Source: an optimization exercise on an open RTL-to-GDS flow (aim: small area and a short achievable clock period). Production flows keep margins and buffers that such runs may drop.
Where RTL was checked, it was by simulation tests only, not by an equivalence proof against the original.
Power and IR drop assume default switching activity.

main:
## BackEnd
module BackEnd (
    input  wire logic         Clock,
    input  wire logic         rst,
    input  wire logic [144:0] Issue,
    input  wire logic         IssueValid,
    output wire logic [37:0]  WriteBack
);
    localparam int Words = BackEndPkg::DataMemWords;
    BackEndPkg::IssueBundle iss;
    assign iss = Issue;
    logic [31:0] opA, opB;
    assign opA = iss.OperandA;
    assign opB = iss.OperandB;
    logic        subtract;
    logic [31:0] addB;
    logic [31:0] sum;
    logic        carryOut;
    logic        lessThan;
    assign subtract = iss.Op == BackEndPkg::AluSub || iss.Op == BackEndPkg::AluSlt
                   || iss.Op == BackEndPkg::AluSltu;
    assign addB     = opB ^ {32{subtract}};
    logic        carryIn;
    assign {carryOut, sum, carryIn} = {1'b0, opA, 1'b1} + {1'b0, addB, subtract};
    always_comb begin
        if (iss.Op == BackEndPkg::AluSltu)
            lessThan = ~carryOut;
        else if (opA[31] ^ opB[31])
            lessThan = opA[31];
        else
            lessThan = sum[31];
    end
    logic [4:0]  shamt;
    logic [31:0] shl, shr;
    logic [31:0] logicValue;
    assign shamt = opB[4:0];
    assign shl   = opA << shamt;
    assign shr   = 32'($signed({iss.Op[1] & opA[31], opA}) >>> shamt);
    always_comb begin
        case (iss.Op)
            BackEndPkg::AluOr:   logicValue = opA | opB;
            BackEndPkg::AluXor:  logicValue = opA ^ opB;
            BackEndPkg::AluNor:  logicValue = ~(opA | opB);
            BackEndPkg::AluSll:  logicValue = shl;
            BackEndPkg::AluSrl:  logicValue = shr;
            BackEndPkg::AluSra:  logicValue = shr;
            BackEndPkg::AluLui:  logicValue = {opB[15:0], 16'd0};
            default:             logicValue = opA & opB;
        endcase
    end
    logic useSum, useLess;
    assign useSum  = iss.Op == BackEndPkg::AluAdd || iss.Op == BackEndPkg::AluSub;
    assign useLess = iss.Op == BackEndPkg::AluSlt || iss.Op == BackEndPkg::AluSltu;
    logic [7:0] addressSum, addressDiff;
    assign addressSum  = opA[7:0] + opB[7:0];
    assign addressDiff = opA[7:0] - opB[7:0];
    logic [7:0] address;
    always_comb begin
        if (iss.Op == BackEndPkg::AluAdd)
  ...
For scale: ~2200 flip-flops, about 92000 um^2 of cells after synthesis.
make LEC_CHECK=0 ABC_AREA=1 CAP_MARGIN=20 CORE_MARGIN=2 CORE_UTILIZATION=40 CTS_CLUSTER_DIAMETER=70 CTS_CLUSTER_SIZE=25 PLACE_DENSITY=0.6 SETUP_SLACK_MARGIN=2.5 SLEW_MARGIN=20 SYNTH_MEMORY_MAX_BITS=16384 TNS_END_PERCENT=10 finish   # period 5.0 ns
run.sh (not shown) runs the stock make flow with config.mk's settings and CLKGATE_MAP_FILE= SYNTH_SCRIPT=/design/flow/synth_recipe.tcl, a recipe that flattens the netlist after the stock synthesis.
Having completed the whole flow, main delivered a layout that passed the timing, DRC and antenna checks.
Edits applied to the flow inputs when going from main to the feature branch:
- TNS_END_PERCENT no longer set, was 10
- CORE_UTILIZATION now 55, was 40
- PLACE_DENSITY now 0.72, was 0.6
Results
The feature branch completed every stage of the flow, and the final layout passed the timing, DRC and antenna checks.
Final critical-path share of the clock period for the feature branch is lower than for main.
In the feature branch the starting density of the core turned out 15 points higher than in main.
Relative to main, the feature branch improves minimum period implied by the final worst setup slack.
Compared with main, the feature branch is hungrier on power.
Diff main -> the feature branch | layout inverter count without the clock tree | up slightly

---

BackEnd, a different RTL version from the one above (not shown whole).
Size in the first run: about 2200 flip-flops, about 0.091 mm² of cells after synthesis.
Settings: LEC_CHECK=0, ABC_AREA=1, CAP_MARGIN=20, CORE_MARGIN=2, CORE_UTILIZATION=40, PLACE_DENSITY=0.6, SETUP_SLACK_MARGIN=2.5, SLEW_MARGIN=20, SYNTH_MEMORY_MAX_BITS=16384; clock period 5.0 ns.
The baseline ran to the end with no violations.
Then changed:
--- a/flow/config.mk
+++ b/flow/config.mk
@@ -7,3 +7,3 @@
 export LEC_CHECK = 0
-export ABC_AREA = 1
+export ABC_CLOCK_PERIOD_IN_PS = 2500
 export CAP_MARGIN = 20
The new run completed with no timing, DRC or antenna violations; total power barely changes; global-route usage increases by 0.82 points; final cell count decreases by about 18%; routed wire length increases by 0.96%; setup slack is worse by 840 ps; fmax decreases by 22%; worst hold slack is worse by 4.9 ps.
No run of this note included a check of the RTL's function; only the layout flow was run.

## re-timing with driven ports
In the flow no input, the clock included, has a driving cell. The finished layouts below were timed again as built, in two steps.
Step 1 assumes that a clkbuf_16 drives the clock port and a buf_2 every other input.
Step 2 times the ports against the registers' clock, not the clock port: input delays grow and output delays shrink by t, the midpoint of the rising clock arrivals with the driver on.
Slacks: ideal / step 1 / step 2; pairs: ideal / step 1.
run	t, ns	setup slack, ns	worst hold slack (ns)	worst setup path at the end
main	0.916	1.941 / 1.941 / 1.105	0.331 / 0.331 / 0.331	input to register
the feature branch	0.885	1.962 / 2.003 / 1.118	0.337 / 0.337 / 0.337	input to register
the first run of note 2	0.972	2.077 / 2.077 / 1.269	0.329 / 0.329 / 0.329	input to register
the second run of note 2	0.963	1.235 / 1.279 / 0.317	0.324 / 0.324 / 0.324	input to register
After both steps setup and hold are still met in every run listed. The setup slack of the second run of note 2, which loses most, moves by +0.044 ns with the drivers and by -0.918 ns with both steps.
